This is an optimization exercise on Yosys and OpenROAD, whose aim is small area, a short achievable clock period and few clock cycles, not a production implementation. At most, simulation tests tie the RTL to the original design; equivalence was not proved.

## north
Design segment_convex_polygon_hit, start of the top module:
module segment_convex_polygon_hit #(
	parameter int MAX_VERTICES = scph_pkg::MAX_VERTICES_DEF
) (
	input  logic                          clk,
	input  logic                          arst_n,
	input  logic                          req_valid,
	output logic                          req_stall,
	input  scph_pkg::req_t                req,
	output logic                          rsp_valid,
	input  logic                          rsp_stall,
	output scph_pkg::rsp_t                rsp,
	input  logic                          cfg_valid,
	output logic                          cfg_ready,
	input  logic [scph_pkg::CFG_BITS-1:0] cfg_data
);
Size in the first run: roughly 12000 cells after synthesis, ~1500 flip-flops, roughly 84 I/O pins, ~120000 um^2 of cells after synthesis.
clock: 7.5 ns
lec_check: 0
cap_margin: 20
core_margin: 2
core_utilization: 40
setup_slack_margin: 3.7
slew_margin: 20
run.sh (not shown) runs the stock make flow with config.mk's settings and CLKGATE_MAP_FILE= SYNTH_SCRIPT=/design/flow/synth_recipe.tcl, a recipe that flattens the netlist after the stock synthesis.
Having completed the whole flow, north delivered a layout that passed the timing, design-rule and antenna checks.
For south, these inputs were changed with respect to north:
- TNS_END_PERCENT: unset -> 5
Findings:
- south has flip-flop and latch share of the layout cell area above what north had.
- Between south and north, the detailed-route vias per instance is higher for north.
- [compare] base=north new=south: count of cell instances traversed by the critical path went down by 2; total CTS buffers about even; actual slew at the worst max-slew pin went down by 74 ps.
Function was not checked in any run of this note: the RTL went through the layout flow alone.

* * *

## red
segment_convex_polygon_hit, a different RTL version from the one above (not shown whole).
Size in the first run: roughly 12000 cells after synthesis, about 2200 flip-flops, about 0.13 sq mm of cells after synthesis.
make LEC_CHECK=0 CAP_MARGIN=20 CORE_MARGIN=2 CORE_UTILIZATION=55 CTS_CLUSTER_DIAMETER=90 CTS_CLUSTER_SIZE=24 PLACE_DENSITY=0.65 SETUP_SLACK_MARGIN=4.3 SLEW_MARGIN=20 TNS_END_PERCENT=0 finish   # period 7.5 ns
Testbench counts of red, summed over its fixed seeds: cycles 21,114.
Modified inputs, blue compared to red
- PLACE_DENSITY: 0.65 -> 0.62
- CORE_UTILIZATION: 55 -> 50
- SETUP_SLACK_MARGIN: 4.3 -> 4.2
[summary]
red leaves more setup margin than blue.
red vs blue, end point of the critical path: p_uE2[13] vs p_sA2[20]
blue vs red, slowest stage cell on the critical path: sky130_fd_sc_hd__dfxtp_1 vs sky130_fd_sc_hd__fa_1
Between blue and red, the met2 layer wire length in the routed design does not differ in any meaningful way.
Re number of vias in the routed layout: blue and red aren't equal, and the lower value belongs to blue.
Compared with red, in blue total routing usage reported by global routing -3.1 points, portion of the layout cell area used by non-clock buffers -0.25 points.
blue: share of the core filled with cells in the final layout 5.0 points below red
### blue -> green
- TNS_END_PERCENT: 0 -> 5
- PLACE_DENSITY: 0.62 -> 0.65
- CORE_UTILIZATION: 50 -> 55
==> comparison <==
Of blue and green, the run reporting the lower worst slack at placement was blue.
Measured against each other, blue and green differ in layout overhead on the synthesized area, the lower figure coming from blue.
green vs blue: number of cells in the finished layout apart from fillers down
Post-cts sizing count (green / blue): 1.17
Final cell area: green above blue
green — number of DRC markers in iteration 0 1053 higher, blue as reference
Going from blue to green, row count shrinks by 8.
## Diff of input files: orange against green
- CORE_UTILIZATION: 55 -> 65
- PLACE_DENSITY: 0.65 -> 0.72
Notes after the runs:
- Reported for green and orange, number of synthesized flops with an enable pin turned out identical to the last digit.
- The worst slew margin relative to its limit reported for orange is greater than that of green by 9.3 points.
- Final routed wirelength across all metal layers (lower): orange
- The slowest cell on the critical path comes out sky130_fd_sc_hd__ha_2 in one run and sky130_fd_sc_hd__xnor2_1 in the other, namely in green and orange respectively.
- Run comparison: green start point of the critical path bA_yd[16]; orange start point of the critical path c1_uE0[3]

* * *

## build 73
Starting RTL as in the previous note.
Settings: LEC_CHECK=0, CAP_MARGIN=20, CORE_MARGIN=2, CORE_UTILIZATION=55, CTS_CLUSTER_DIAMETER=90, CTS_CLUSTER_SIZE=24, PLACE_DENSITY=0.65, SETUP_SLACK_MARGIN=4.5, SLEW_MARGIN=20, TNS_END_PERCENT=5; clock period 7.5 ns.
Looking at the reports, build 73 completed the entire flow and the layout it produced met the timing, design-rule and antenna checks.
Testbench counts of build 73, summed over its fixed seeds: cycles 21,114.
Edits applied to the flow inputs when going from build 73 to build 1:
diff --git a/flow/config.mk b/flow/config.mk
--- a/flow/config.mk
+++ b/flow/config.mk
@@ -14 +14 @@
-export SETUP_SLACK_MARGIN = 4.5
+export SETUP_SLACK_MARGIN = 4.2
@@ -16 +16 @@
-export TNS_END_PERCENT = 5
+export TNS_END_PERCENT = 0
Findings:
Build 1 vs build 73: number of gates on the worst path with buffers counted down
| sequential share of layout area | higher: build 1 |
Going from build 73 to build 1, the setup slack of the worst register-to-register path was found to have gone down by 0.02 ns.
Per the comparison of build 1 with build 73, total global routing track utilization has decreased, headroom to the max-slew limit fell 6.8 points, share of the clock period used by the worst path picked up an extra 0.21 points, total length of routed met2 wires shows a reduction of 4200 µm.
As far as proportion of synthesized flip-flops having asynchronous set or reset goes, build 73 and build 1 are indistinguishable; the numbers are identical.
Compared with build 73, build 1 shows a higher wire length on met1.
Modified inputs, build 68 compared to build 1
diff --git a/flow/config.mk b/flow/config.mk
--- a/flow/config.mk
+++ b/flow/config.mk
@@ -14 +14 @@
-export SETUP_SLACK_MARGIN = 4.2
+export SETUP_SLACK_MARGIN = 4.0
@@ -16 +16 @@
-export TNS_END_PERCENT = 0
+export TNS_END_PERCENT = 5
==> results.txt <==
- Reported for build 68 and build 1, synthesized cell count turned out identical to the last digit.
- Taking build 1 as the reference, in build 68 synthesis-to-layout area growth saw a decrease, number of antenna cells inserted higher, sequential share of layout area picked up an extra 0.29 points.

==> afterwards: timing with drivers on the ports <==
Ports are ideal in the flow. The routed layouts listed here were re-timed in OpenROAD. Step 1: set_driving_cell puts a clkbuf_16 on clk and a buf_2 on each other input, an assumption about the parent block. Step 2 times the ports against the registers' clock, not the clock port: input delays grow and output delays shrink by t, the midpoint of the rising clock arrivals with the driver on. Slacks: no drivers / after step 1 / after step 2; pairs: no drivers / after step 1.
run | t, ns | setup WS [ns] | worst setup path after step 2
north | 0.976 | 3.120 / 3.120 / 3.120 | register to register
south | 0.954 | 3.121 / 3.121 / 3.121 | register to register
red | 0.953 | 4.077 / 4.077 / 3.757 | input to register
blue | 0.947 | 4.019 / 4.019 / 3.383 | input to register
green | 0.960 | 4.068 / 4.068 / 3.744 | input to register
orange | 0.936 | 3.959 / 3.959 / 3.619 | input to register
build 73 | 0.962 | 4.093 / 4.093 / 3.514 | input to register
build 1 | 0.953 | 4.077 / 4.077 / 3.757 | input to register
build 68 | 0.957 | 3.889 / 3.889 / 3.353 | input to register
After both steps every run listed still meets setup and hold. The setup slack of blue, which loses most, moves by 0.000 ns with the drivers and by -0.636 ns with both steps.
